This design comes from an exercise in tuning for small area on the open sky130 flow, not from production work. Where RTL was checked, it was by simulation tests only, not by an equivalence proof against the original. The RTL of run 7 was laid out without a check of its function. Power and IR drop assume default switching activity.

File: flow/run.sh
#!/bin/bash
# synth_recipe.tcl (not shown) runs the flow's synth.tcl, then flattens the netlist and writes it again
# the make line also repeats each setting of config.mk as NAME=value (left out here)
make -C /OpenROAD-flow-scripts/flow DESIGN_CONFIG=/design/flow/config.mk WORK_HOME=/design/flow/orfs CLKGATE_MAP_FILE= SYNTH_SCRIPT=/design/flow/synth_recipe.tcl finish
File: flow/config.mk
export PLATFORM = sky130hd
export DESIGN_NAME = diagonal_buffer
export DESIGN_NICKNAME = diagonal_buffer
export VERILOG_FILES = /design/flow/design.v
export SDC_FILE = /design/flow/constraint.sdc
export NUM_CORES = 4
export LEC_CHECK = 0
export CAP_MARGIN = 20
export CORE_MARGIN = 2
export CORE_UTILIZATION = 40
export SLEW_MARGIN = 20
export SYNTH_HIERARCHICAL = 1
File: flow/constraint.sdc
create_clock -name core_clock -period 4.0 [get_ports {clock}]
set_input_delay 0.8000 -clock core_clock [delete_from_list [all_inputs] [get_ports {clock}]]
set_output_delay 0.8000 -clock core_clock [all_outputs]
set_load 0.01 [all_outputs]
File: flow/design.v
`timescale 1ns/1ps
package pixel_pkg;
	localparam int PIXEL_WIDTH = 8;
	typedef logic [PIXEL_WIDTH-1:0] pixel_t;
	localparam pixel_t PIXEL_MIN = '0;    
	localparam pixel_t PIXEL_MAX = '1;    
	localparam int NARROW_WIDTH = PIXEL_WIDTH + 2;
	localparam int WIDE_WIDTH = PIXEL_WIDTH + 3;
	localparam int NARROW_SAMPLE_MIN = -(2 ** (NARROW_WIDTH - 1));
	localparam int NARROW_SAMPLE_MAX = (2 ** (NARROW_WIDTH - 1)) - 1;
	localparam int WIDE_SAMPLE_MIN = -(2 ** (WIDE_WIDTH - 1));
	localparam int WIDE_SAMPLE_MAX = (2 ** (WIDE_WIDTH - 1)) - 1;
endpackage
`timescale 1ns/1ps
package diag_buffer_pkg;
	localparam int NARROW_LANES = 18;    
	localparam int WIDE_LANES = 9;
	localparam int LANES = NARROW_LANES + WIDE_LANES;
	localparam int WIDE_FIRST_LANE = NARROW_LANES / 2;
	localparam int NARROW_HIGH_FIRST_LANE = WIDE_FIRST_LANE + WIDE_LANES;
	localparam int DELAY_DEPTH = 9;
	localparam int LATENCY = DELAY_DEPTH + 1;
endpackage
`timescale 1ns/1ps
module pixel_saturate #(
	parameter int SAMPLE_WIDTH = pixel_pkg::NARROW_WIDTH,
	parameter int PIXEL_WIDTH = pixel_pkg::PIXEL_WIDTH,
	parameter int GROUP_LANES = diag_buffer_pkg::WIDE_LANES
) (
	input logic clock,
	input logic rst,
	input logic signed [GROUP_LANES-1:0][SAMPLE_WIDTH-1:0] samples,
	output logic [GROUP_LANES-1:0][PIXEL_WIDTH-1:0] pixels
);
	localparam int SIGN_BIT = SAMPLE_WIDTH - 1;
	if (SAMPLE_WIDTH < PIXEL_WIDTH + 2) begin : g_width_check
		$error("pixel_saturate: SAMPLE_WIDTH %0d too narrow for PIXEL_WIDTH %0d",
			SAMPLE_WIDTH, PIXEL_WIDTH);
	end
	logic [GROUP_LANES-1:0] negative;
	logic [GROUP_LANES-1:0] overflow;
	logic [GROUP_LANES-1:0][PIXEL_WIDTH-1:0] clamped;
	always_comb begin
		for (int lane = 0; lane < GROUP_LANES; lane++) begin
			negative[lane] = samples[lane][SIGN_BIT];
			overflow[lane] = |samples[lane][SIGN_BIT-1:PIXEL_WIDTH];
		end
	end
	always_comb begin
		for (int lane = 0; lane < GROUP_LANES; lane++) begin
			if (negative[lane]) begin
				clamped[lane] = '0;
			end else if (overflow[lane]) begin
				clamped[lane] = '1;    
			end else begin
				clamped[lane] = samples[lane][PIXEL_WIDTH-1:0];
			end
		end
	end
	always_ff @(posedge clock) begin
		if (rst) begin
			pixels <= '0;
		end else begin
			pixels <= clamped;
		end
	end
endmodule
`timescale 1ns/1ps
module diagonal_delay_line #(
	parameter int LANES = diag_buffer_pkg::LANES,
	parameter int DEPTH = diag_buffer_pkg::DELAY_DEPTH,
	parameter int PIXEL_WIDTH = pixel_pkg::PIXEL_WIDTH
) (
	input logic clock,
	input logic load,    
	input logic keep,    
	input logic [LANES-1:0][PIXEL_WIDTH-1:0] pixel_in,
	output logic [LANES-1:0][PIXEL_WIDTH-1:0] pixel_out
);
	if (DEPTH < 1) begin : g_depth_check
		$error("diagonal_delay_line: DEPTH must be at least 1, got %0d", DEPTH);
	end
	if (LANES < 1) begin : g_lane_check
		$error("diagonal_delay_line: LANES must be at least 1, got %0d", LANES);
	end
	logic [DEPTH-1:0][LANES-1:0][PIXEL_WIDTH-1:0] stage;
	localparam int W = LANES * PIXEL_WIDTH;
	always_ff @(posedge clock) begin
		stage[0] <= ({W{load}} & pixel_in) | ({W{keep}} & stage[0]);
		for (int s = 1; s < DEPTH; s++) begin
			stage[s] <= ({W{load}} & stage[s-1]) | ({W{keep}} & stage[s]);
		end
	end
	assign pixel_out = stage[DEPTH-1];
endmodule
`timescale 1ns/1ps
module diagonal_buffer #(
	parameter int PIXEL_WIDTH = pixel_pkg::PIXEL_WIDTH,
	parameter int NARROW_WIDTH = pixel_pkg::NARROW_WIDTH,
	parameter int WIDE_WIDTH = pixel_pkg::WIDE_WIDTH,
	parameter int NARROW_LANES = diag_buffer_pkg::NARROW_LANES,
	parameter int WIDE_LANES = diag_buffer_pkg::WIDE_LANES,
	parameter int DEPTH = diag_buffer_pkg::DELAY_DEPTH
) (
	input logic clock,
	input logic rst,
	input logic enable,
	input logic signed [NARROW_LANES-1:0][NARROW_WIDTH-1:0] narrow_samples,
	input logic signed [WIDE_LANES-1:0][WIDE_WIDTH-1:0] wide_samples,
	output logic [NARROW_LANES+WIDE_LANES-1:0][PIXEL_WIDTH-1:0] pixels
);
	localparam int LANES = NARROW_LANES + WIDE_LANES;
	localparam int SPLIT = NARROW_LANES / 2;
	logic [NARROW_LANES-1:0][PIXEL_WIDTH-1:0] narrow_pix;
	logic [WIDE_LANES-1:0][PIXEL_WIDTH-1:0] wide_pix;
	logic [LANES-1:0][PIXEL_WIDTH-1:0] ordered;
	pixel_saturate #(
		.SAMPLE_WIDTH(NARROW_WIDTH),
		.PIXEL_WIDTH(PIXEL_WIDTH),
		.GROUP_LANES(NARROW_LANES)
	) narrow_sat (
		.clock(clock),
		.rst(rst),
		.samples(narrow_samples),
		.pixels(narrow_pix)
	);
	pixel_saturate #(
		.SAMPLE_WIDTH(WIDE_WIDTH),
		.PIXEL_WIDTH(PIXEL_WIDTH),
		.GROUP_LANES(WIDE_LANES)
	) wide_sat (
		.clock(clock),
		.rst(rst),
		.samples(wide_samples),
		.pixels(wide_pix)
	);
	for (genvar lane = 0; lane < LANES; lane++) begin : g_order
		if (lane < SPLIT) begin : g_narrow_low
			assign ordered[lane] = narrow_pix[lane];
		end else if (lane < SPLIT + WIDE_LANES) begin : g_wide
			assign ordered[lane] = wide_pix[lane - SPLIT];
		end else begin : g_narrow_high
			assign ordered[lane] = narrow_pix[lane - WIDE_LANES];    
		end
	end
	logic load;
	logic keep;
	assign load = enable & ~rst;
	assign keep = ~(enable | rst);
	diagonal_delay_line #(
		.LANES(LANES),
		.DEPTH(DEPTH),
		.PIXEL_WIDTH(PIXEL_WIDTH)
	) delay (
		.clock(clock),
		.load(load),
		.keep(keep),
		.pixel_in(ordered),
		.pixel_out(pixels)
	);
endmodule
==> out/metrics.yaml, run 1 <==
path_buf_inv: 1
clockBufferDepth: 3
num_vias: 37700
drt-pass1-iter-count: 6
rsz0062_at_grt: "false"
rows: 151
worst_ep_arrival_time_ns: 1.94
nFillCells: 15000
dp.cells: 7138
grt_pass1_wl_um: 207000
maxCapViolations: 0
die_w_um: 416
synth_nets: 5318
ant_nets: 0
finalPower_mw: 43.4
crit_type: "register to output pin"
area_delta_synth_final_pct: 15.5
grtUsageTotal_pct: 14.6
viasPerCell: 5.00
dieArea_sq_mm: 0.173
cp_top_family: "buffers and inverters"
layout.nets: 5415
hpwl_um: 83400
htree_levels: 4
fin_skew_ns: 0.0358
overflow: 0
cp_slowest_cell: "clkdlybuf4s50_1"
cp-end-kind: "output pin"
ctsRootBufferMaster: "clkbuf_16"
p_leak_nw: 30.2
post-route-drc-count: 0
clock_latency_ns: 0.83
max_freq_mhz: 364
slew_violations: 0
ys_seq_elements: 2160
cp-start-kind: "register"
critical_path.max_fanout: 2
cts_hold_buf: 0
clk_pin_slew_ns: 0.06
start_util_pct: 40.1
io_buffers: 497
finalSetupViolCount: 0
ios: 498
critPathMaxStageDelay_ns: 0.62
wire_per_inst_um: 17.3
yosysUniqueCellTypes: 14
slew_headroom_pct: 40.1
die_y_um: 416
hold_class: "register to register"
grt_max_degree: 191
crit_chain: "clkdlybuf4s50_1"
drive_above_1_share_pct: 8.33
status: "timing/DRC/antenna clean"
timing_worst_slew_pin_value_ns: 0.898
cts-resized-gates: 0
cts_setup_buffers: 0
hold_viol_final: 0
post-route-period-util_pct: 68.6
min_period_ns: 2.74
core-area_sq_mm: 0.169
syn_inst: 5036
cts_sinks: 2160
antenna_found_initial: 7
synth_area_sq_mm: 0.0678
power_density_mw_per_mm2: 555
grt_pass1_vias: 35300
drtIter0Drc: 2845
fin_cells: 7536
cts_tree: "built"
irDropWorstVdd_uv: 411
gp_congestion: 0.814
synth-warning-count: 9
cts_buffers: 211
synth-seq-area-share_pct: 63.8
routed_wl_um: 130000
postSynthAreaPerCell_sq_um: 13.5
finalSetupTns_ns: 0
critical_path_required_ns: 3.20
## cell type report
cell class              instances  area, sq um  share of cell area (%)
multi-input cells            2198        19100                    24.4
flip-flops and latches       2160        43200                    55.2
diodes                          1         2.50                 0.00320
well taps                    2218         2780                    3.55
clock inverters                97         1160                    1.49
repair buffers                562         5810                    7.43
clock buffers                 300         6140                    7.84
## worst paths after layout
path | from | endpoint | slack [ns] | depth (start not counted)
min | narrow_sat.pixels[23] | delay.stage[23] | 0.41 | 1
max reg2reg | delay.stage[1853] | delay.stage[1853] | 3.27 | 1
max | delay.stage[1853] | pixels[125] | 1.26 | 1
min reg2reg | narrow_sat.pixels[23] | delay.stage[23] | 0.41 | 1
## per-layer routing
layer  part of all wire [%]  track usage (%)
met5                      0                0
met4                    2.4             5.04
met3                    3.2             2.61
met2                     44             21.6
met1                     51             21.3
## power breakdown
part | total [mW] | leakage, nW | switching, mW | internal [mW]
Combinational | 1.37 | 9.13 | 0.839 | 0.530
Sequential | 21.9 | 17.5 | 0.120 | 21.8
Clock | 20.2 | 3.60 | 8.26 | 11.9
Total | 43.4 | 30.2 | 9.22 | 34.2
## Yosys cell counts
cell,n,area share (%)
a22o_1,1944,25
buf_1,18,0.10
buf_12,2,0.059
buf_2,188,1.4
buf_4,219,2.4
buf_6,236,3.9
clkbuf_1,15,0.083
dfxtp_1,2160,64
nor2_1,9,0.050
nor2_4,1,0.017
nor2_8,18,0.53
nor2b_4,1,0.020
o21a_1,216,2.4
or2_1,9,0.083
## sequential cells by signal, indices dropped and copies added, names as in the netlist
signal and count:
delay.stage 1944, narrow_sat.pixels 144, wide_sat.pixels 72
## cells by family after synthesis
logic type / after synthesis / synth area share (%)
AOI/OAI and AO/OA: 2160 / 27.5
DFF: 2160 / 63.8
buffers and inverters: 678 / 7.98
and+or+nand+nor: 38 / 0.702
## placed cells by master (no fill, tap or decap), drive strengths merged
cell type / instances
clkinv: 60
buf: 66
or2: 9
clkdlybuf4s50: 496
diode: 1
o21a: 216
clkinvlp: 9
dfxtp: 2160
nor2b: 1
clkbuf: 300
nor2: 28
inv: 10
a22o: 1944
bufinv: 18
## through the flow
stage	worst slack, ns	area (sq um)	hold slack (ns)	utilization, %
after detailed placement	1.04	71000	0.421	42.0
final	1.26	78300	0.412	46.3
after floorplan	2.22	67800	0.416	-
after global routing	1.18	78300	0.433	46.3
after CTS	1.15	78300	0.407	46.3
after global placement	1.06	71000	0.420	42.0
==> inputs of run 2 (changes only) <==
--- a/flow/config.mk
+++ b/flow/config.mk
@@ -10,2 +10,3 @@
 export CORE_UTILIZATION = 40
+export CTS_BUF_LIST = sky130_fd_sc_hd__clkbuf_4
 export SLEW_MARGIN = 20
==> run 2 against run 1 <==
Highest routed layer unchanged. Combinational power is about 10% higher. Core utilization is 0.64 points higher. Final cell count is 8.8% higher. Via count is 6.8% higher. Cell area is 1.4% higher. Non-clock buffer count is 182 higher. Total power is 5.3% lower. Synthesized area stayed put. Die area stayed put.
==> out/metrics.yaml, run 2 <==
cts-resized-gates: 0  # unchanged
wire_per_inst_um: 16.4  # was 17.3 um
synthArstFlopShare_pct: 0  # unchanged
reg.largest.list: "delay.stage x1944, narrow_sat.pixels x144, wide_sat.pixels x72"  # unchanged
hold_class: "input port to register"  # was register to register
cp-start-kind: "register"  # unchanged
layout_commonest_cell: "dfxtp_1"  # unchanged
hold_slack_ns: 0.249  # was 0.412 ns
p_comb_share_pct: 3.7  # was 3.2%
synth_fa_ha_area_share_pct: 0  # unchanged
slew_violations: 0  # unchanged
finalSetupViolCount: 0  # unchanged
p_sw_mw: 9.04  # was 9.22 mW
fin_skew_ns: 0.0639  # was 0.0358 ns
synth-seq-area-share_pct: 63.8  # unchanged
cts_buffers: 564  # was 211
p_leak_nw: 31.3  # was 30.2 nW
dr_wl_met3_um: 5650  # was 4220 um
multi_input_area_sq_mm: 0.0191  # unchanged
cts_hold_buf: 182  # was 0
synth-edff-count: 0  # unchanged
worst_ep_arrival_time_ns: 2.38  # was 1.94 ns
routed_wl_um: 134000  # was 130000 um
r2r_end: "delay.stage[1853]"  # unchanged
synthMuxAreaShare_pct: 0  # unchanged
max_freq_mhz: 315  # was 364 MHz
synth-simple-area-share_pct: 0.702  # unchanged
syn_inst: 5036  # unchanged
critical_path_required_ns: 3.20  # about the same
min_period_ns: 3.18  # was 2.74 ns
grtUsageTotal_pct: 15.2  # was 14.6%
antenna_found_initial: 10  # was 7
met1_length_um: 65400  # was 65700 um
hold_viol_final: 0  # unchanged
timing_worst_slew_pin_value_ns: 0.867  # was 0.898 ns
cp_top_family: "buffers and inverters"  # unchanged
critical_path.max_fanout: 2  # unchanged
met2WireLength_um: 59800  # was 57000 um
power.internal_mw: 32.1  # was 34.2 mW
synth-warning-count: 9  # unchanged
slew_headroom_pct: 42.2  # was 40.1%
post-route-drc-count: 0  # unchanged
die_y_um: 416  # unchanged
ios: 498  # unchanged
synth_top_family_by_area: "compound AO/OA/AOI/OAI gates"  # unchanged
overflow: 0  # unchanged
switching_share_pct: 22.0  # was 21.2%
grt_pass1_vias: 38900  # was 35300
core-area_sq_mm: 0.169  # unchanged
post-route-period-util_pct: 79.4  # was 68.6%
dieArea_sq_mm: 0.173  # unchanged
io_buffers: 497  # unchanged
final_core_util_pct: 47.0  # was 46.3%
clock_latency_ns: 1.29  # was 0.83 ns
path_buf_inv: 1  # unchanged
die_w_um: 416  # unchanged
maxCapViolations: 0  # unchanged
crit_chain: "clkdlybuf4s50_1"  # unchanged
path_depth: 1  # unchanged
cp-end-kind: "output pin"  # unchanged
rsz0062_at_grt: "false"  # unchanged
start_util_pct: 40.1  # unchanged
critPathMaxStageDelay_ns: 0.76  # was 0.62 ns
crit_start: "delay.stage[1868]"  # was delay.stage[1853]
cts_sinks: 2160  # unchanged
nFillCells: 15200  # was 15000
yosysUniqueCellTypes: 14  # unchanged
r2r_slack_ns: 3.27  # about the same
cp_slowest_cell: "clkdlybuf4s50_1"  # unchanged
gp_congestion: 0.814  # unchanged
synth_area_sq_mm: 0.0678  # unchanged
reg2reg_from: "delay.stage[1853]"  # unchanged
synth_xor_area_share_pct: 0  # unchanged
drtIter0Drc: 2841  # was 2845
r2r_cells: 1  # unchanged
drive_above_1_share_pct: 15.4  # was 8.33%
synth_nets: 5318  # unchanged
crit_type: "register to output pin"  # unchanged
clockBufferDepth: 4  # was 3
status: "timing/DRC/antenna clean"  # unchanged
postSynthAreaPerCell_sq_um: 13.5  # unchanged
finalSetupTns_ns: 0  # unchanged
netlist_top_cells_count: "dfxtp_1 (2160), a22o_1 (1944), buf_6 (236), buf_4 (219), o21a_1 (216)"  # unchanged
cts_tree: "built"  # unchanged
dp_slack_ns: 1.04  # unchanged
top_layer: "met4"  # unchanged
rows: 151  # unchanged
cp-endpoint: "pixels[140]"  # was pixels[125]
seq_power_share_pct: 53.2  # was 50.4%
fin_ws_ns: 0.824  # was 1.26 ns
clk_pin_slew_ns: 0.06  # about the same
irDropWorstVdd_uv: 274  # was 411 uV
yosys-top-cells-area: "dfxtp_1 (64%), a22o_1 (25%), buf_6 (3.9%)"  # unchanged
num_vias: 40300  # was 37700
yosysMostFrequentCell: "dfxtp_1"  # unchanged
final_cell_mix: "dfxtp_1 (2160), a22o_1 (1944), clkbuf_4 (805)"  # was dfxtp_1 (2160), a22o_1 (1944), clkdlybuf4s50_1 (496)
cts_setup_buffers: 0  # unchanged
synth-compound-area-share_pct: 27.5  # unchanged
synth_ff_type: "dfxtp_1"  # unchanged
hpwl_um: 83400  # unchanged
synth.largest_area_cell: "dfxtp_1"  # unchanged
p_clk_share_pct: 43.1  # was 46.4%
synth_top_area_share_pct: 63.8  # unchanged
ant_nets: 0  # unchanged
grt_pass1_wl_um: 216000  # was 207000 um
drt-pass1-iter-count: 7  # was 6
ys_seq_elements: 2160  # unchanged
largest_register_ffs: 1944  # unchanged
area_delta_synth_final_pct: 17.1  # was 15.5%
max_flop_register: "delay.stage"  # unchanged
power_density_mw_per_mm2: 519  # was 555 mW/mm^2
htree_levels: 6  # was 4
grt_max_degree: 191  # unchanged
layout.nets: 5950  # was 5415
viasPerCell: 4.91  # was 5.00
ff_latch_area_sq_mm: 0.0432  # unchanged
ctsRootBufferMaster: "clkbuf_4"  # was clkbuf_16
==> run 2: cells by family (layout without fill, tap and decap cells) <==
kind of cell,after synthesis,after routing
buf+inv,678,1620
compound gates,2160,2160
simple gates,38,38
other cells,0,1
flops,2160,2160
==> run 2: power by group through the flow <==
stage                     combinational [mW]  sequential [mW]  clock [mW]
after global routing                    1.65             21.9        19.7
after CTS                               1.53             21.9        18.5
final                                   1.51             21.9        17.7
after floorplan                         1.05             22.3           0
after global placement                  1.37             22.4           0
after detailed placement                1.38             22.4           0
==> run 2: worst min-delay path by stage <==
stage	start	end	slack, ns	depth (start not counted)
floorplan	narrow_sat.pixels[0]	delay.stage[0]	0.42	1
global placement	narrow_sat.pixels[121]	delay.stage[193]	0.42	1
detailed placement	narrow_sat.pixels[104]	delay.stage[176]	0.42	1
CTS	narrow_samples[149]	narrow_sat.pixels[119]	0.003	3
global route	narrow_samples[85]	narrow_sat.pixels[69]	0.04	2
finish	narrow_samples[75]	narrow_sat.pixels[61]	0.25	2
==> run 2: layout make-up <==
class / instances / share of cell area, %
Antenna cell: 1 / 0.00315
Clock buffer: 805 / 7.62
Multi-Input combinational cell: 2198 / 24.1
Timing Repair Buffer: 744 / 9.62
Clock inverter: 71 / 0.653
Sequential cell: 2160 / 54.5
Tap cell: 2218 / 3.50
==> run 2: metrics by stage <==
stage,cell area [sq um],std cells,power (mW)
final,79300,8197,41.1
after global routing,79300,8197,43.3
after CTS,79300,8196,42.0
after detailed placement,71000,7138,23.8
after global placement,71000,7138,23.7
after floorplan,67800,5036,23.4
==> run 2: per-layer routing <==
layer,GRT usage [%],vias up
met5,0,-
met4,6.82,0
met3,3.96,218
met2,22.5,788
met1,20.8,18600
li1,-,20700
==> inputs of run 3 (changes only) <==
==> flow/flow/run.sh (new file) <==
#!/bin/bash
# Standard layout, with the port buffers made from the smallest buffer cell.
set -euo pipefail
bash standard.sh \
  BUFFER_PORTS_ARGS="-buffer_cell sky130_fd_sc_hd__buf_1" \
  finish > standard_flow.log 2>&1
==> flow/standard.sh (new file) <==
#!/bin/bash
# synth_recipe.tcl (not shown) runs the flow's synth.tcl, then flattens the netlist and writes it again
# the make line also repeats each setting of config.mk as NAME=value (left out here)
make -C /OpenROAD-flow-scripts/flow DESIGN_CONFIG=/design/flow/config.mk WORK_HOME=/design/flow/orfs CLKGATE_MAP_FILE= SYNTH_SCRIPT=/design/flow/synth_recipe.tcl "${@:-finish}"
--- a/flow/config.mk
+++ b/flow/config.mk
@@ -10,3 +10,2 @@
 export CORE_UTILIZATION = 40
-export CTS_BUF_LIST = sky130_fd_sc_hd__clkbuf_4
 export SLEW_MARGIN = 20
removed: flow/run.sh
==> run 3 against run 2 <==
Via count fell by 6.7%. Worst hold slack worse by 0.093 ns. Die area stayed put. Still clean on timing, DRC and antenna. Register-to-register slack got worse by 0.02 ns. Sequential share of layout area increased by 3.5 points. Total power rose by 2.6%. Final cell count shrank 8.7%. Non-clock buffer count is 206 lower. Largest cell class unchanged. Worst setup slack better by 0.77 ns. Highest routed layer is now met5. Global-route usage fell by 0.73 points. Clock skew fell by 0.033 ns. Sequential power is essentially flat. Largest power group unchanged.
==> out/metrics.yaml, run 3 <==
status: "timing/DRC/antenna clean"  # unchanged
cp-end-kind: "output pin"  # unchanged
synthMuxAreaShare_pct: 0  # unchanged
synth-warning-count: 9  # unchanged
synth_nets: 5318  # unchanged
slew_violations: 0  # unchanged
hold_class: "input port to register"  # unchanged
crit_start: "delay.stage[1868]"  # unchanged
synth_ff_type: "dfxtp_1"  # unchanged
postSynthAreaPerCell_sq_um: 13.5  # unchanged
cp-start-kind: "register"  # unchanged
synth_xor_area_share_pct: 0  # unchanged
grt_pass1_wl_um: 205000  # was 216000 um
synthArstFlopShare_pct: 0  # unchanged
irDropWorstVdd_uv: 430  # was 274 uV
cts_buffers: 207  # was 564
clock_latency_ns: 0.83  # was 1.29 ns
fin_cells: 7486  # was 8197
synth-edff-count: 0  # unchanged
cts_tree: "built"  # unchanged
wire_per_inst_um: 17.3  # was 16.4 um
worst_ep_arrival_time_ns: 1.60  # was 2.38 ns
finalPower_mw: 42.2  # was 41.1 mW
yosysMostFrequentCell: "dfxtp_1"  # unchanged
synth-seq-area-share_pct: 63.8  # unchanged
hold_start: "narrow_samples[153]"  # was narrow_samples[75]
drtIter0Drc: 2892  # was 2841
critical_path_required_ns: 3.20  # about the same
cts-resized-gates: 0  # unchanged
max_freq_mhz: 416  # was 315 MHz
dieArea_sq_mm: 0.173  # unchanged
cts_sinks: 2160  # unchanged
post-route-period-util_pct: 60.0  # was 79.4%
cp_slowest_cell: "buf_1"  # was clkdlybuf4s50_1
synth-compound-area-share_pct: 27.5  # unchanged
cts_setup_buffers: 0  # unchanged
viasPerCell: 5.01  # was 4.91
htree_levels: 4  # was 6
max_flop_register: "delay.stage"  # unchanged
finalSetupViolCount: 0  # unchanged
path_buf_inv: 1  # unchanged
synth.largest_area_cell: "dfxtp_1"  # unchanged
rsz0062_at_grt: "false"  # unchanged
p_leak_nw: 28.6  # was 31.3 nW
timing_worst_slew_pin_value_ns: 1.04  # was 0.867 ns
synth_area_sq_mm: 0.0678  # unchanged
final_core_util_pct: 44.1  # was 47.0%
rows: 151  # unchanged
grt_max_degree: 241  # was 191
placed_cell_area_sq_mm: 0.0677  # was 0.0710 sq mm
drive_above_1_share_pct: 7.24  # was 15.4%
largest_register_ffs: 1944  # unchanged
synth-simple-area-share_pct: 0.702  # unchanged
critPathMaxStageDelay_ns: 0.43  # was 0.76 ns
yosys-top-cells-area: "dfxtp_1 (64%), a22o_1 (25%), buf_6 (3.9%)"  # unchanged
crit_chain: "buf_1"  # was clkdlybuf4s50_1
overflow: 0  # unchanged
cts_hold_buf: 0  # was 182
layout.nets: 5387  # was 5950
grt_pass1_vias: 34800  # was 38900
drt-pass1-iter-count: 5  # was 7
ys_seq_elements: 2160  # unchanged
yosysUniqueCellTypes: 14  # unchanged
die_y_um: 416  # unchanged
min_period_ns: 2.40  # was 3.18 ns
ios: 498  # unchanged
core-area_sq_mm: 0.169  # unchanged
hpwl_um: 80800  # was 83400 um
reg.largest.list: "delay.stage x1944, narrow_sat.pixels x144, wide_sat.pixels x72"  # unchanged
critical_path.max_fanout: 2  # unchanged
gp_congestion: 0.854  # was 0.814
slew_headroom_pct: 30.5  # was 42.2%
grtUsageTotal_pct: 14.5  # was 15.2%
maxCapViolations: 0  # unchanged
postLayoutCellArea_sq_mm: 0.0745  # was 0.0793 sq mm
area_delta_synth_final_pct: 9.93  # was 17.1%
synth_fa_ha_area_share_pct: 0  # unchanged
ant_nets: 0  # unchanged
synth_top_family_by_area: "compound AO/OA/AOI/OAI gates"  # unchanged
layout_commonest_cell: "dfxtp_1"  # unchanged
clk_pin_slew_ns: 0.06  # about the same
fin_skew_ns: 0.0309  # was 0.0639 ns
syn_inst: 5036  # unchanged
power_density_mw_per_mm2: 566  # was 519 mW/mm^2
antenna_found_initial: 6  # was 10
final_cell_mix: "dfxtp_1 (2160), a22o_1 (1944), buf_1 (496)"  # was dfxtp_1 (2160), a22o_1 (1944), clkbuf_4 (805)
clockBufferDepth: 3  # was 4
dp.cells: 7114  # was 7138
cp_top_family: "buffers and inverters"  # unchanged
post-route-drc-count: 0  # unchanged
routed_wl_um: 130000  # was 134000 um
crit_type: "register to output pin"  # unchanged
ctsRootBufferMaster: "clkbuf_16"  # was clkbuf_4
finalSetupTns_ns: 0  # unchanged
io_buffers: 497  # unchanged
start_util_pct: 40.1  # unchanged
reg2reg_from: "delay.stage[1853]"  # unchanged
num_vias: 37500  # was 40300
hold_viol_final: 0  # unchanged
netlist_top_cells_count: "dfxtp_1 (2160), a22o_1 (1944), buf_6 (236), buf_4 (219), o21a_1 (216)"  # unchanged
die_w_um: 416  # unchanged
synth_top_area_share_pct: 63.8  # unchanged
[run 3: changes by cell type in the layout (fill, tap and decap cells not counted), sizes merged, moves of 2 or more]
cell           previous run  this run
clkdlybuf4s50           496         0
clkinv                   49        34
clkbuf                  805       307
buf                      66       537
inv                      12        14
clkinvlp                  1         7
dlygate4sd3             182         0
[run 3: stage by stage]
step	hold WS [ns]	setup WS (ns)
finish	0.156	1.60
detailed placement	0.421	1.15
CTS	0.0618	1.46
floorplan	0.416	2.22
global route	0.102	1.48
global placement	0.420	1.18
[run 3: final cells by class]
type                       count  area, sq um
antenna                        2         5.00
clock buffer                 306         6020
clock inverter                64          752
fill                       15300        94400
multi-input combinational   2198        19100
sequential                  2160        43200
tap                         2218         2780
timing repair buffer         538         2580
[run 3: power by group]
| part | switching [mW] | internal [mW] |
|---|---|---|
| clock | 8.09 | 11.0 |
| sequential | 0.125 | 21.8 |
| combinational | 0.842 | 0.343 |
| total | 9.06 | 33.1 |
[run 3: cells by family (layout without fill, tap and decap cells)]
family | after synthesis | in the layout
AOI/OAI and AO/OA | 2160 | 2160
and+or+nand+nor | 38 | 38
buffers and inverters | 678 | 908
DFF | 2160 | 2160
other | 0 | 2
[run 3: metal layers]
metal	vias to the layer above	global-route usage, %	part of all wire [%]
li1	19300	-	-
met1	17400	21.2	51
met2	598	20.7	42
met3	233	2.99	3.6
met4	2	5.47	3.1
met5	-	0	0.010
[run 3: final timing paths]
path	end	slack (ns)	depth (start not counted)
setup / recovery	pixels[140]	1.60	1
hold / removal	narrow_sat.pixels[123]	0.16	2
setup reg to reg	delay.stage[1853]	3.25	1
hold reg to reg	delay.stage[21]	0.41	1
==> inputs of run 4 (changes only) <==
==> flow/flow/run.sh (replaced) <==
#!/bin/bash
# Standard layout, with the port buffers made from the smallest buffer cell
# and larger clock sink clusters.
set -euo pipefail
bash standard.sh \
  BUFFER_PORTS_ARGS="-buffer_cell sky130_fd_sc_hd__buf_1" \
  CTS_ARGS="-sink_clustering_enable -repair_clock_nets -sink_clustering_size 30 -sink_clustering_max_diameter 60" \
  finish > standard_flow.log 2>&1
==> run 4 against run 3 <==
Largest cell class unchanged. Combinational power barely moved. Wire length fell by 1.9%. Register-to-register slack barely moved. Largest power group unchanged. Critical endpoint unchanged. Sequential power barely moved.
==> out/metrics.yaml, run 4 <==
layout_commonest_cell: "dfxtp_1"  # unchanged
largest_register_ffs: 1944  # unchanged
critical_path.max_fanout: 2  # unchanged
routed_wl_um: 127000  # was 130000 um
hold_class: "input port to register"  # unchanged
irDropWorstVdd_uv: 376  # was 430 uV
finalSetupTns_ns: 0  # unchanged
max_flop_register: "delay.stage"  # unchanged
slew_violations: 0  # unchanged
num_vias: 36900  # was 37500
postSynthAreaPerCell_sq_um: 13.5  # unchanged
dieArea_sq_mm: 0.173  # unchanged
hold_slack_ns: 0.199  # was 0.156 ns
grt_max_degree: 241  # unchanged
ctsRootBufferMaster: "clkbuf_16"  # unchanged
overflow: 0  # unchanged
cts_hold_buf: 0  # unchanged
slew_headroom_pct: 32.3  # was 30.5%
maxCapViolations: 0  # unchanged
start_util_pct: 40.1  # unchanged
drive_above_1_share_pct: 5.60  # was 7.24%
ant_nets: 0  # unchanged
clock_latency_ns: 0.77  # was 0.83 ns
crit_chain: "buf_1"  # unchanged
synth.largest_area_cell: "dfxtp_1"  # unchanged
post-route-drc-count: 0  # unchanged
viasPerCell: 5.03  # was 5.01
cp_slowest_cell: "buf_1"  # unchanged
placed_cell_area_sq_mm: 0.0677  # unchanged
grt_pass1_wl_um: 200000  # was 205000 um
cts_sinks: 2160  # unchanged
yosys-top-cells-area: "dfxtp_1 (64%), a22o_1 (25%), buf_6 (3.9%)"  # unchanged
clockBufferDepth: 3  # unchanged
critical_path_required_ns: 3.20  # about the same
cts_tree: "built"  # unchanged
htree_levels: 3  # was 4
final_cell_mix: "dfxtp_1 (2160), a22o_1 (1944), buf_1 (496)"  # unchanged
cp_top_family: "buffers and inverters"  # unchanged
area_delta_synth_final_pct: 6.85  # was 9.93%
synth_ff_type: "dfxtp_1"  # unchanged
layout.nets: 5300  # was 5387
fin_skew_ns: 0.0865  # was 0.0309 ns
finalSetupViolCount: 0  # unchanged
path_buf_inv: 1  # unchanged
drt-pass1-iter-count: 5  # unchanged
critPathMaxStageDelay_ns: 0.42  # was 0.43 ns
drtIter0Drc: 2896  # was 2892
power_density_mw_per_mm2: 524  # was 566 mW/mm^2
timing_worst_slew_pin_value_ns: 1.02  # was 1.04 ns
die_y_um: 416  # unchanged
syn_inst: 5036  # unchanged
synth_top_area_share_pct: 63.8  # unchanged
crit_type: "register to output pin"  # unchanged
synth_nets: 5318  # unchanged
wire_per_inst_um: 17.3  # about the same
yosysMostFrequentCell: "dfxtp_1"  # unchanged
p_leak_nw: 27.5  # was 28.6 nW
hpwl_um: 80800  # unchanged
antenna_found_initial: 9  # was 6
cts_setup_buffers: 0  # unchanged
synth_area_sq_mm: 0.0678  # unchanged
rows: 151  # unchanged
dp.cells: 7114  # unchanged
status: "timing/DRC/antenna clean"  # unchanged
grt_pass1_vias: 33600  # was 34800
final_core_util_pct: 42.9  # was 44.1%
max_freq_mhz: 432  # was 416 MHz
cts-resized-gates: 0  # unchanged
yosysUniqueCellTypes: 14  # unchanged
clk_pin_slew_ns: 0.11  # was 0.06 ns
postLayoutCellArea_sq_mm: 0.0724  # was 0.0745 sq mm
gp_congestion: 0.854  # unchanged
core-area_sq_mm: 0.169  # unchanged
die_w_um: 416  # unchanged
ys_seq_elements: 2160  # unchanged
rsz0062_at_grt: "false"  # unchanged
fin_cells: 7343  # was 7486
hold_viol_final: 0  # unchanged
reg.largest.list: "delay.stage x1944, narrow_sat.pixels x144, wide_sat.pixels x72"  # unchanged
min_period_ns: 2.32  # was 2.40 ns
worst_ep_arrival_time_ns: 1.52  # was 1.60 ns
netlist_top_cells_count: "dfxtp_1 (2160), a22o_1 (1944), buf_6 (236), buf_4 (219), o21a_1 (216)"  # unchanged
cts_buffers: 120  # was 207
grtUsageTotal_pct: 14.0  # was 14.5%
synthArstFlopShare_pct: 0  # unchanged
ios: 498  # unchanged
cp-end-kind: "output pin"  # unchanged
cp-start-kind: "register"  # unchanged
io_buffers: 497  # unchanged
synth-seq-area-share_pct: 63.8  # unchanged
synth-warning-count: 9  # unchanged
synth-edff-count: 0  # unchanged
post-route-period-util_pct: 57.9  # was 60.0%
[run 4: cell counts after synthesis]
Identical to the previous run, type by type.
[run 4: logic make-up after synthesis]
logic type      Yosys count  share of synthesized area [%]
simple gates             38                          0.702
buf+inv                 678                           7.98
compound gates         2160                           27.5
flops                  2160                           63.8
[run 4: area by class of cell]
class,instances,area [sq um]
multi-input combinational,2198,19100
fill,15400,96500
clock inverter,96,1560
tap,2218,2780
timing repair buffer,538,2580
antenna,2,5.00
clock buffer,131,3120
sequential,2160,43200
[run 4: final timing paths]
| kind | startpoint | endpoint | slack [ns] | cells past startpoint |
|---|---|---|---|---|
| worst max-delay path | delay.stage[1868] | pixels[140] | 1.68 | 1 |
| worst min-delay path | narrow_samples[160] | narrow_sat.pixels[128] | 0.20 | 2 |
| worst max register to register | delay.stage[1853] | delay.stage[1853] | 3.25 | 1 |
| worst min register to register | delay.stage[679] | delay.stage[895] | 0.41 | 1 |
[run 4: stage by stage]
| step | setup WS, ns | power (mW) |
|---|---|---|
| 2_1_floorplan | 2.22 | 23.4 |
| 3_3_place_gp | 1.18 | 23.6 |
| 3_5_place_dp | 1.15 | 23.6 |
| 4_1_cts | 1.54 | 38.4 |
| 5_1_grt | 1.56 | 39.4 |
| 6_report | 1.68 | 37.9 |
[run 4: routing by layer]
metal  global-route usage, %  part of all wire [%]
met1                    21.2                    52
met2                    20.3                    42
met3                    2.02                   3.2
met4                    4.54                   2.6
met5                       0                0.0055
[run 4: report_power, final]
part	switching, mW	leakage, nW	internal (mW)
logic	0.841	7.77	0.343
clock network	8.08	2.24	6.79
registers	0.126	17.5	21.8
==> inputs of run 5 (changes only) <==
==> flow/flow/run.sh (replaced) <==
#!/bin/bash
# Standard layout, with the port buffers made from the smallest buffer cell
# and larger clock sink clusters.
set -euo pipefail
bash standard.sh \
  BUFFER_PORTS_ARGS="-buffer_cell sky130_fd_sc_hd__buf_1" \
  CTS_ARGS="-sink_clustering_enable -repair_clock_nets -sink_clustering_size 30 -sink_clustering_max_diameter 60 -dont_use_dummy_load" \
  finish > standard_flow.log 2>&1
==> run 5 against run 4 <==
Via count decreased by 0.81%. Core utilization decreased by 0.99 points. Worst setup slack improved by 0.040 ns. Total power decreased by 8.4%. Critical path type unchanged. Highest routed layer unchanged.
==> out/metrics.yaml, run 5 <==
status: "timing/DRC/antenna clean"  # unchanged
final_core_util_pct: 41.9  # was 42.9%
num_vias: 36600  # was 36900
r2r_cells: 1  # unchanged
clockBufferDepth: 3  # unchanged
core-area_sq_mm: 0.169  # unchanged
cts_sinks: 2160  # unchanged
finalSetupViolCount: 0  # unchanged
maxCapViolations: 0  # unchanged
start_util_pct: 40.1  # unchanged
critPathMaxStageDelay_ns: 0.37  # was 0.42 ns
wire_per_inst_um: 17.5  # was 17.3 um
reg.largest.list: "delay.stage x1944, narrow_sat.pixels x144, wide_sat.pixels x72"  # unchanged
layout_commonest_cell: "dfxtp_1"  # unchanged
area_delta_synth_final_pct: 4.37  # was 6.85%
synth-warning-count: 9  # unchanged
timing_worst_slew_pin_value_ns: 1.01  # was 1.02 ns
ys_seq_elements: 2160  # unchanged
overflow: 0  # unchanged
drt-pass1-iter-count: 4  # was 5
max_freq_mhz: 439  # was 432 MHz
slew_headroom_pct: 32.5  # was 32.3%
final_cell_mix: "dfxtp_1 (2160), a22o_1 (1944), buf_1 (496)"  # unchanged
yosys-top-cells-area: "dfxtp_1 (64%), a22o_1 (25%), buf_6 (3.9%)"  # unchanged
viasPerCell: 5.06  # was 5.03
yosysMostFrequentCell: "dfxtp_1"  # unchanged
critical_path_required_ns: 3.20  # about the same
p_leak_nw: 26.7  # was 27.5 nW
grt_pass1_vias: 33500  # was 33600
die_w_um: 416  # unchanged
antenna_found_initial: 10  # was 9
finalPower_mw: 34.7  # was 37.9 mW
dieArea_sq_mm: 0.173  # unchanged
cp_slowest_cell: "buf_1"  # unchanged
cts-resized-gates: 0  # unchanged
yosysUniqueCellTypes: 14  # unchanged
hpwl_um: 80800  # unchanged
cp-start-kind: "register"  # unchanged
cp_top_family: "buffers and inverters"  # unchanged
hold_start: "narrow_samples[160]"  # unchanged
cp-end-kind: "output pin"  # unchanged
synth.largest_area_cell: "dfxtp_1"  # unchanged
cts_buffers: 120  # unchanged
ctsRootBufferMaster: "clkbuf_16"  # unchanged
crit_start: "delay.stage[1865]"  # was delay.stage[1868]
cts_hold_buf: 0  # unchanged
cts_tree: "built"  # unchanged
critical_path.max_fanout: 2  # unchanged
netlist_top_cells_count: "dfxtp_1 (2160), a22o_1 (1944), buf_6 (236), buf_4 (219), o21a_1 (216)"  # unchanged
synthArstFlopShare_pct: 0  # unchanged
path_buf_inv: 1  # unchanged
htree_levels: 3  # unchanged
finalSetupTns_ns: 0  # unchanged
reg2reg_from: "delay.stage[1540]"  # was delay.stage[1853]
synth_nets: 5318  # unchanged
synth-edff-count: 0  # unchanged
holdPathStages: 2  # unchanged
min_period_ns: 2.28  # was 2.32 ns
crit_chain: "buf_1"  # unchanged
grtUsageTotal_pct: 13.9  # was 14.0%
worst_ep_arrival_time_ns: 1.48  # was 1.52 ns
crit_type: "register to output pin"  # unchanged
synth_top_area_share_pct: 63.8  # unchanged
hold_class: "input port to register"  # unchanged
slew_violations: 0  # unchanged
drtIter0Drc: 2812  # was 2896
synth_area_sq_mm: 0.0678  # unchanged
power_density_mw_per_mm2: 491  # was 524 mW/mm^2
r2r_end: "delay.stage[1756]"  # was delay.stage[1853]
io_buffers: 497  # unchanged
layout.nets: 5300  # unchanged
max_flop_register: "delay.stage"  # unchanged
synth_ff_type: "dfxtp_1"  # unchanged
ant_nets: 0  # unchanged
fin_skew_ns: 0.117  # was 0.0865 ns
clk_pin_slew_ns: 0.11  # about the same
clock_latency_ns: 0.74  # was 0.77 ns
irDropWorstVdd_uv: 383  # was 376 uV
rows: 151  # unchanged
cts_setup_buffers: 0  # unchanged
synth-seq-area-share_pct: 63.8  # unchanged
min_to: "narrow_sat.pixels[128]"  # unchanged
grt_pass1_wl_um: 199000  # was 200000 um
die_y_um: 416  # unchanged
gp_congestion: 0.854  # unchanged
postSynthAreaPerCell_sq_um: 13.5  # unchanged
ios: 498  # unchanged
drive_above_1_share_pct: 3.65  # was 5.60%
post-route-period-util_pct: 56.9  # was 57.9%
grt_max_degree: 241  # unchanged
rsz0062_at_grt: "false"  # unchanged
syn_inst: 5036  # unchanged
largest_register_ffs: 1944  # unchanged
routed_wl_um: 127000  # about the same
r2r_slack_ns: 3.23  # was 3.25 ns
hold_viol_final: 0  # unchanged
post-route-drc-count: 0  # unchanged
run 5: worst max-delay path by stage:
stage	depth (start not counted)	slack (ns)	to
after floorplan	6	2.22	delay.stage[1465]
after global placement	6	1.18	delay.stage[201]
after detailed placement	6	1.15	delay.stage[638]
after CTS	1	1.58	pixels[137]
after global routing	1	1.59	pixels[137]
final	1	1.72	pixels[137]
run 5: logic make-up after synthesis:
family / synth area share [%]
buffers and inverters: 7.98
AO/OA/AOI/OAI: 27.5
flip-flops: 63.8
AND/OR/NAND/NOR: 0.702
run 5: cell type report:
class,instances,area (sq um)
Clock buffer,120,3000
Tap cell,2218,2780
Sequential cell,2160,43200
Timing Repair Buffer,538,2580
Antenna cell,2,5.00
Fill cell,15600,98200
Multi-Input combinational cell,2198,19100
run 5: metrics by stage:
stage,std cells,hold slack [ns],worst slack (ns),area (sq um)
global route,7234,0.148,1.59,70700
global placement,7114,0.420,1.18,67700
floorplan,5036,0.416,2.22,67800
finish,7236,0.201,1.72,70700
CTS,7234,0.113,1.58,70700
detailed placement,7114,0.421,1.15,67700
run 5: where the power goes:
part,switching (mW),internal [mW],leakage (nW),total (mW)
logic,0.840,0.343,7.77,1.18
clock network,6.40,5.28,1.48,11.7
registers,0.125,21.8,17.5,21.9
total,7.36,27.4,26.7,34.7
run 5: per-layer routing:
| layer | vias to the layer above | GRT usage, % | wire length (um) |
|---|---|---|---|
| met1 | 17000 | 21.1 | 66000 |
| met2 | 486 | 20.2 | 53100 |
| li1 | 18900 | - | - |
| met4 | 2 | 4.55 | 3460 |
| met5 | - | 0 | 7 |
| met3 | 166 | 1.99 | 4110 |
==> inputs of run 6 (changes only) <==
==> flow/flow/run.sh (replaced) <==
#!/bin/bash
# Standard layout, with the port buffers made from the smallest buffer cell
# and larger clock sink clusters.
set -euo pipefail
bash standard.sh \
  BUFFER_PORTS_ARGS="-buffer_cell sky130_fd_sc_hd__buf_1" \
  CTS_ARGS="-sink_clustering_enable -repair_clock_nets -sink_clustering_size 40 -sink_clustering_max_diameter 50 -dont_use_dummy_load" \
  finish > standard_flow.log 2>&1
--- a/flow/config.mk
+++ b/flow/config.mk
@@ -7,5 +7,6 @@
 export LEC_CHECK = 0
+export ABC_AREA = 1
 export CAP_MARGIN = 20
 export CORE_MARGIN = 2
-export CORE_UTILIZATION = 40
+export CORE_UTILIZATION = 65
 export SLEW_MARGIN = 20
==> run 6 against run 5 <==
Still clean. Register-to-register slack improved by 0.10 ns. Core utilization increased by 27 points. Clock skew decreased by 0.059 ns. Global-route usage increased by 7.7 points. Sequential power about the same. Combinational power about the same. Sequential share of layout area decreased by 3.9 points. Count of clock-buffer cells in the layout increased by 26. Die area decreased by 35%. Clock power increased by 11%. Critical path type unchanged. Critical endpoint is now pixels[52]. Largest cell class unchanged.
==> out/metrics.yaml, run 6 <==
status: "timing/DRC/antenna clean"  # unchanged
fin_cells: 10700  # was 7236
synth-warning-count: 9  # unchanged
synth-edff-count: 0  # unchanged
synth.largest_area_cell: "dfxtp_1"  # unchanged
hpwl_um: 78600  # was 80800 um
cts-resized-gates: 0  # unchanged
critPathMaxStageDelay_ns: 0.35  # was 0.37 ns
r2r_end: "delay.stage[1889]"  # was delay.stage[1756]
path_buf_inv: 1  # unchanged
netlist_top_cells_count: "nand2_1 (5848), dfxtp_1 (2160), buf_4 (338), buf_2 (298), nor2_1 (225)"  # was dfxtp_1 (2160), a22o_1 (1944), buf_6 (236), buf_4 (219), o21a_1 (216)
max_freq_mhz: 452  # was 439 MHz
drt-pass1-iter-count: 5  # was 4
layout_commonest_cell: "nand2_1"  # was dfxtp_1
post-route-period-util_pct: 55.3  # was 56.9%
cp-start-kind: "register"  # unchanged
post-route-drc-count: 0  # unchanged
drtIter0Drc: 3126  # was 2812
cts_tree: "built"  # unchanged
viasPerCell: 4.61  # was 5.06
dieArea_sq_mm: 0.113  # was 0.173 sq mm
critical_path.max_fanout: 2  # unchanged
hold_viol_final: 0  # unchanged
holdPathStages: 3  # was 2
crit_type: "register to output pin"  # unchanged
grt_pass1_wl_um: 206000  # was 199000 um
clk_pin_slew_ns: 0.08  # was 0.11 ns
cp_top_family: "buffers and inverters"  # unchanged
synthArstFlopShare_pct: 0  # unchanged
cts_sinks: 2160  # unchanged
postSynthAreaPerCell_sq_um: 7.83  # was 13.5 sq um
io_buffers: 497  # unchanged
rsz0062_at_grt: "false"  # unchanged
gp_congestion: 0.794  # was 0.854
core-area_sq_mm: 0.109  # was 0.169 sq mm
timing_worst_slew_pin_value_ns: 0.945  # was 1.01 ns
p_leak_nw: 37.4  # was 26.7 nW
ys_seq_elements: 2160  # unchanged
reg2reg_from: "delay.stage[1889]"  # was delay.stage[1540]
ant_nets: 0  # unchanged
drive_above_1_share_pct: 3.09  # was 3.65%
synth_area_sq_mm: 0.0717  # was 0.0678 sq mm
clockBufferDepth: 3  # unchanged
die_y_um: 336  # was 416 um
finalPower_mw: 36.0  # was 34.7 mW
finalSetupTns_ns: 0  # unchanged
fin_ws_ns: 1.79  # was 1.72 ns
critical_path_required_ns: 3.20  # about the same
ios: 498  # unchanged
yosys-top-cells-area: "dfxtp_1 (60%), nand2_1 (31%), buf_4 (3.5%)"  # was dfxtp_1 (64%), a22o_1 (25%), buf_6 (3.9%)
min_to: "wide_sat.pixels[31]"  # was narrow_sat.pixels[128]
grt_max_degree: 224  # was 241
layout.nets: 9469  # was 5300
dp_slack_ns: 1.25  # was 1.15 ns
hold_start: "wide_samples[40]"  # was narrow_samples[160]
area_delta_synth_final_pct: 5.40  # was 4.37%
rows: 121  # was 151
crit_chain: "buf_1"  # unchanged
cts_setup_buffers: 0  # unchanged
synth-seq-area-share_pct: 60.3  # was 63.8%
antenna_found_initial: 3  # was 10
synth_ff_type: "dfxtp_1"  # unchanged
final_core_util_pct: 69.2  # was 41.9%
clock_latency_ns: 0.76  # was 0.74 ns
slew_headroom_pct: 37.0  # was 32.5%
worst_ep_arrival_time_ns: 1.41  # was 1.48 ns
htree_levels: 4  # was 3
overflow: 0  # unchanged
placed_cell_area_sq_mm: 0.0719  # was 0.0677 sq mm
reg.largest.list: "delay.stage x1944, narrow_sat.pixels x144, wide_sat.pixels x72"  # unchanged
cp_slowest_cell: "buf_1"  # unchanged
nFillCells: 9488  # was 15600
min_period_ns: 2.21  # was 2.28 ns
hold_class: "input port to register"  # unchanged
grt_pass1_vias: 44100  # was 33500
hold_slack_ns: 0.250  # was 0.201 ns
power_density_mw_per_mm2: 476  # was 491 mW/mm^2
final_cell_mix: "nand2_1 (5848), dfxtp_1 (2160), buf_1 (497)"  # was dfxtp_1 (2160), a22o_1 (1944), buf_1 (496)
finalSetupViolCount: 0  # unchanged
synth_nets: 9441  # was 5318
syn_inst: 9159  # was 5036
slew_violations: 0  # unchanged
yosysUniqueCellTypes: 16  # was 14
wire_per_inst_um: 11.7  # was 17.5 um
routed_wl_um: 124000  # was 127000 um
synth_top_area_share_pct: 60.3  # was 63.8%
postLayoutCellArea_sq_mm: 0.0756  # was 0.0707 sq mm
maxCapViolations: 0  # unchanged
cp-end-kind: "output pin"  # unchanged
r2r_cells: 2  # was 1
fin_skew_ns: 0.0572  # was 0.117 ns
ctsRootBufferMaster: "clkbuf_16"  # unchanged
num_vias: 49100  # was 36600
yosysMostFrequentCell: "nand2_1"  # was dfxtp_1
cts_hold_buf: 0  # unchanged
r2r_slack_ns: 3.33  # was 3.23 ns
start_util_pct: 65.7  # was 40.1%
largest_register_ffs: 1944  # unchanged
grtUsageTotal_pct: 21.7  # was 13.9%
die_w_um: 336  # was 416 um
dp.cells: 10500  # was 7114
irDropWorstVdd_uv: 392  # was 383 uV
cts_buffers: 146  # was 120
max_flop_register: "delay.stage"  # unchanged
==> run 6: cell types whose count changed in the layout (fill, tap and decap cells not counted), moves of 72 or more <==
cell / before / now
nand2_1: 0 / 5848
a22o_1: 1944 / 0
nor2_1: 8 / 224
o21a_1: 216 / 0
inv_1: 0 / 100
nor2_2: 0 / 73
a21oi_1: 0 / 72
==> run 6: logic make-up after synthesis <==
| logic type | after synthesis | synth area share [%] |
|---|---|---|
| compound gates | 72 | 0.503 |
| simple gates | 6158 | 32.7 |
| buf+inv | 769 | 6.47 |
| flops | 2160 | 60.3 |
==> run 6: worst max path at each step <==
stage / to / start / cells after the start / slack, ns
after global placement: narrow_sat.pixels[20] / rst / 4 / 1.27
after global routing: pixels[56] / delay.stage[1784] / 1 / 1.70
after CTS: pixels[56] / delay.stage[1784] / 1 / 1.73
after floorplan: delay.stage[1792] / enable / 8 / 2.32
after detailed placement: narrow_sat.pixels[21] / rst / 4 / 1.25
final: pixels[52] / delay.stage[1780] / 1 / 1.79
==> run 6: layout make-up <==
cell class | count | area, sq um | area share (%)
Sequential cell | 2160 | 43200 | 57.2
Clock buffer | 146 | 3650 | 4.83
Multi-Input combinational cell | 6230 | 23800 | 31.5
Inverter | 102 | 385 | 0.510
Timing Repair Buffer | 547 | 2600 | 3.45
Tap cell | 1476 | 1850 | 2.44
Antenna cell | 1 | 2.50 | 0.00331
==> run 6: metal layers <==
| layer | part of all wire [%] | vias to the layer above | GRT usage, % |
|---|---|---|---|
| met5 | 0.020 | - | 0 |
| met4 | 2.7 | 4 | 7.07 |
| met3 | 4.8 | 206 | 4.04 |
| met2 | 42 | 706 | 33.9 |
| met1 | 51 | 21100 | 30.4 |
| li1 | - | 27100 | - |
==> run 6: report_power, final <==
part / total [mW] / internal [mW] / switching (mW) / leakage [nW]
registers: 21.9 / 21.8 / 0.117 / 17.5
logic: 1.16 / 0.300 / 0.856 / 18.2
clock network: 13.0 / 6.45 / 6.53 / 1.80
==> inputs of run 7 (changes only) <==
--- a/flow/design.v
+++ b/flow/design.v
@@ -74,4 +74,4 @@
 	input logic clock,
-	input logic load,    
-	input logic keep,    
+	input logic rst,
+	input logic enable,
 	input logic [LANES-1:0][PIXEL_WIDTH-1:0] pixel_in,
@@ -86,7 +86,10 @@
 	logic [DEPTH-1:0][LANES-1:0][PIXEL_WIDTH-1:0] stage;
-	localparam int W = LANES * PIXEL_WIDTH;
 	always_ff @(posedge clock) begin
-		stage[0] <= ({W{load}} & pixel_in) | ({W{keep}} & stage[0]);
-		for (int s = 1; s < DEPTH; s++) begin
-			stage[s] <= ({W{load}} & stage[s-1]) | ({W{keep}} & stage[s]);
+		if (rst) begin
+			stage <= '0;
+		end else if (enable) begin
+			stage[0] <= pixel_in;
+			for (int s = 1; s < DEPTH; s++) begin
+				stage[s] <= stage[s-1];
+			end
 		end
@@ -145,6 +148,2 @@
 	end
-	logic load;
-	logic keep;
-	assign load = enable & ~rst;
-	assign keep = ~(enable | rst);
 	diagonal_delay_line #(
@@ -155,4 +154,4 @@
 		.clock(clock),
-		.load(load),
-		.keep(keep),
+		.rst(rst),
+		.enable(enable),
 		.pixel_in(ordered),
==> flow/run.sh (new file) <==
#!/bin/bash
# synth_recipe.tcl (not shown) runs the flow's synth.tcl, then flattens the netlist and writes it again
# the make line also repeats each setting of config.mk as NAME=value (left out here)
make -C /OpenROAD-flow-scripts/flow DESIGN_CONFIG=/design/flow/config.mk WORK_HOME=/design/flow/orfs CLKGATE_MAP_FILE= SYNTH_SCRIPT=/design/flow/synth_recipe.tcl finish
--- a/flow/config.mk
+++ b/flow/config.mk
@@ -7,7 +7,5 @@
 export LEC_CHECK = 0
-export ABC_AREA = 1
 export CAP_MARGIN = 20
 export CORE_MARGIN = 2
-export CORE_UTILIZATION = 65
+export CORE_UTILIZATION = 40
 export SLEW_MARGIN = 20
-export SYNTH_HIERARCHICAL = 1
removed: flow/flow/run.sh
removed: flow/standard.sh
==> run 7 against run 6 <==
Clock power grew 57%. Highest routed layer unchanged. Count of clock-buffer cells in the layout grew 188. Critical path depth is the same. Largest cell class unchanged. Synthesized area grew 6.4%. Sequential cell count is the same. Still clean on timing, DRC and antenna.
==> out/metrics.yaml, run 7 <==
synth_nets: 7260  # was 9441
cts_hold_buf: 0  # unchanged
ios: 498  # unchanged
slew_headroom_pct: 43.6  # was 37.0%
final_core_util_pct: 46.7  # was 69.2%
drive_above_1_share_pct: 6.08  # was 3.09%
critical_path.max_fanout: 2  # unchanged
rsz0062_at_grt: "false"  # unchanged
start_util_pct: 40.2  # was 65.7%
max_freq_mhz: 361  # was 452 MHz
layout.nets: 7392  # was 9469
cts_buffers: 220  # was 146
hold_slack_ns: 0.412  # was 0.250 ns
yosysUniqueCellTypes: 11  # was 16
irDropWorstVdd_uv: 393  # was 392 uV
clk_pin_slew_ns: 0.06  # was 0.08 ns
synth_top_area_share_pct: 56.7  # was 60.3%
grt_pass1_wl_um: 235000  # was 206000 um
yosysMostFrequentCell: "dfxtp_1"  # was nand2_1
timing_worst_slew_pin_value_ns: 0.846  # was 0.945 ns
area_delta_synth_final_pct: 16.1  # was 5.40%
finalSetupTns_ns: 0  # unchanged
critical_path_required_ns: 3.20  # about the same
synth.largest_area_cell: "dfxtp_1"  # unchanged
hold_viol_final: 0  # unchanged
antenna_found_initial: 10  # was 3
wire_per_inst_um: 15.1  # was 11.7 um
crit_chain: "clkdlybuf4s50_1"  # was buf_1
synth-edff-count: 0  # unchanged
post-route-period-util_pct: 69.2  # was 55.3%
reg.largest.list: "delay.stage x1944, narrow_sat.pixels x144, wide_sat.pixels x72"  # unchanged
crit_type: "register to output pin"  # unchanged
postSynthAreaPerCell_sq_um: 10.9  # was 7.83 sq um
post-route-drc-count: 0  # unchanged
gp_congestion: 0.800  # was 0.794
reg2reg_from: "narrow_sat.pixels[36]"  # was delay.stage[1889]
finalSetupViolCount: 0  # unchanged
synth-seq-area-share_pct: 56.7  # was 60.3%
holdPathStages: 2  # was 3
synth_area_sq_mm: 0.0763  # was 0.0717 sq mm
ys_seq_elements: 2160  # unchanged
hpwl_um: 96600  # was 78600 um
overflow: 0  # unchanged
r2r_end: "delay.stage[36]"  # was delay.stage[1889]
largest_register_ffs: 1944  # unchanged
fin_skew_ns: 0.0444  # was 0.0572 ns
synth_ff_type: "dfxtp_1"  # unchanged
min_period_ns: 2.77  # was 2.21 ns
worst_ep_arrival_time_ns: 1.97  # was 1.41 ns
grt_pass1_vias: 42200  # was 44100
power_density_mw_per_mm2: 500  # was 476 mW/mm^2
ctsRootBufferMaster: "clkbuf_16"  # unchanged
slew_violations: 0  # unchanged
cts-resized-gates: 0  # unchanged
drt-pass1-iter-count: 4  # was 5
r2r_cells: 2  # unchanged
core-area_sq_mm: 0.190  # was 0.109 sq mm
grtUsageTotal_pct: 14.8  # was 21.7%
synth-warning-count: 3  # was 9
clockBufferDepth: 3  # unchanged
critPathMaxStageDelay_ns: 0.72  # was 0.35 ns
dieArea_sq_mm: 0.194  # was 0.113 sq mm
num_vias: 45000  # was 49100
yosys-top-cells-area: "dfxtp_1 (57%), mux2i_1 (25%), nor2_1 (9.7%)"  # was dfxtp_1 (60%), nand2_1 (31%), buf_4 (3.5%)
drtIter0Drc: 2138  # was 3126
p_leak_nw: 38.3  # was 37.4 nW
viasPerCell: 4.59  # was 4.61
rows: 160  # was 121
syn_inst: 6978  # was 9159
htree_levels: 4  # unchanged
path_buf_inv: 1  # unchanged
cts_setup_buffers: 0  # unchanged
routed_wl_um: 148000  # was 124000 um
maxCapViolations: 0  # unchanged
cp_slowest_cell: "clkdlybuf4s50_1"  # was buf_1
status: "timing/DRC/antenna clean"  # unchanged
layout_commonest_cell: "dfxtp_1"  # was nand2_1
final_cell_mix: "dfxtp_1 (2160), nor2_1 (1971), mux2i_1 (1944)"  # was nand2_1 (5848), dfxtp_1 (2160), buf_1 (497)
ant_nets: 0  # unchanged
r2r_slack_ns: 3.25  # was 3.33 ns
die_w_um: 441  # was 336 um
hold_class: "input port to register"  # unchanged
hold_start: "rst"  # was wide_samples[40]
cts_tree: "built"  # unchanged
clock_latency_ns: 0.86  # was 0.76 ns
cp_top_family: "buffers and inverters"  # unchanged
min_to: "delay.stage[1736]"  # was wide_sat.pixels[31]
io_buffers: 497  # unchanged
cp-start-kind: "register"  # unchanged
max_flop_register: "delay.stage"  # unchanged
netlist_top_cells_count: "dfxtp_1 (2160), nor2_1 (1971), mux2i_1 (1944), buf_4 (259), o21a_1 (216)"  # was nand2_1 (5848), dfxtp_1 (2160), buf_4 (338), buf_2 (298), nor2_1 (225)
synthArstFlopShare_pct: 0  # unchanged
die_y_um: 441  # was 336 um
cts_sinks: 2160  # unchanged
grt_max_degree: 170  # was 224
cp-end-kind: "output pin"  # unchanged
==> run 7: cell types whose count changed in the layout (fill, tap and decap cells not counted), moves of 58 or more <==
cell	delta
nor2_2	-73
nand2_1	-5848
inv_1	-100
mux2i_1	+1944
clkbuf_1	+58
a21oi_1	-72
clkdlybuf4s50_1	+495
buf_1	-497
nor2_1	+1747
clkbuf_16	+75
o21a_1	+216
==> run 7: how the worst max path moves through the flow <==
stage	from	to	slack [ns]	cells after the start
detailed placement	enable	delay.stage[356]	1.46	5
global placement	enable	delay.stage[358]	1.47	5
finish	delay.stage[1880]	pixels[152]	1.23	1
global route	delay.stage[1880]	pixels[152]	1.14	1
CTS	delay.stage[1880]	pixels[152]	1.13	1
floorplan	enable	delay.stage[1583]	2.21	6
==> run 7: final cells by class <==
| type | count | area [sq um] |
|---|---|---|
| timing repair buffer | 588 | 6270 |
| tap | 2511 | 3140 |
| fill | 17400 | 101000 |
| sequential | 2160 | 43200 |
| multi-input combinational | 4140 | 28500 |
| antenna | 2 | 5.00 |
| clock buffer | 334 | 6500 |
| clock inverter | 65 | 887 |
==> run 7: kinds of logic after synthesis <==
group                  share of synthesized area [%]
buffers and inverters                           5.95
AO/OA/AOI/OAI                                   2.12
multiplexers                                    25.5
AND/OR/NAND/NOR                                 9.77
flip-flops                                      56.7
==> run 7: per-layer routing <==
metal | part of all wire, % | track usage [%] | vias to the layer above | wire [um]
li1 | - | - | 23400 | -
met4 | 2.4 | 4.65 | 6 | 3590
met2 | 45 | 23.4 | 490 | 67100
met1 | 49 | 20.2 | 20900 | 72200
met3 | 3.1 | 2.85 | 243 | 4630
met5 | 0.028 | 0 | - | 41
==> run 7: stage by stage <==
step	cell area [sq um]	worst slack (ns)	total power, mW	cells
after global placement	81200	1.47	24.4	9399
after floorplan	76300	2.21	23.8	6978
after global routing	88600	1.14	46.0	9800
after detailed placement	81200	1.46	24.4	9399
final	88600	1.23	44.3	9800
after CTS	88600	1.13	45.0	9798
==> run 7: power by group <==
| group | internal, mW | switching [mW] | leakage (nW) | total [mW] |
|---|---|---|---|---|
| Clock | 11.9 | 8.46 | 3.62 | 20.4 |
| Sequential | 21.8 | 0.133 | 17.5 | 21.9 |
| Combinational | 0.913 | 1.08 | 17.2 | 1.99 |
| Total | 34.6 | 9.67 | 38.3 | 44.3 |

separate check: timing with driven ports:
The flow's constraints put no driver on any port. The routed layouts listed below were extracted and timed again, unchanged, in two steps.
Step 1: set_driving_cell puts a clkbuf_16 on clock and a buf_2 on each other input, an assumption about the parent block.
Step 2 moves the port delays by t, midway between the first and last clock arrival at a register: inputs arrive t later, outputs are due t later. That takes back most of the time a late clock gives input paths.
a / b / c = ideal ports / drivers / drivers and shift; a / b = the first two.
run	shift t [ns]	setup slack, ns	worst setup path at the end
run 1	0.896	1.255 / 1.180 / 1.032	input to register
run 2	1.335	0.824 / 0.752 / 0.801	input to register
run 3	0.896	1.598 / 1.525 / 1.143	input to register
run 4	0.816	1.685 / 1.610 / 1.148	input to register
run 5	0.778	1.725 / 1.650 / 1.140	input to register
run 6	0.807	1.786 / 1.710 / 1.221	input to register
run 7	0.927	1.232 / 1.152 / 1.390	input to register
After both steps setup and hold are still met in every run listed. The setup slack of run 5, which loses most, moves by -0.075 ns with the drivers and by -0.585 ns with both steps.
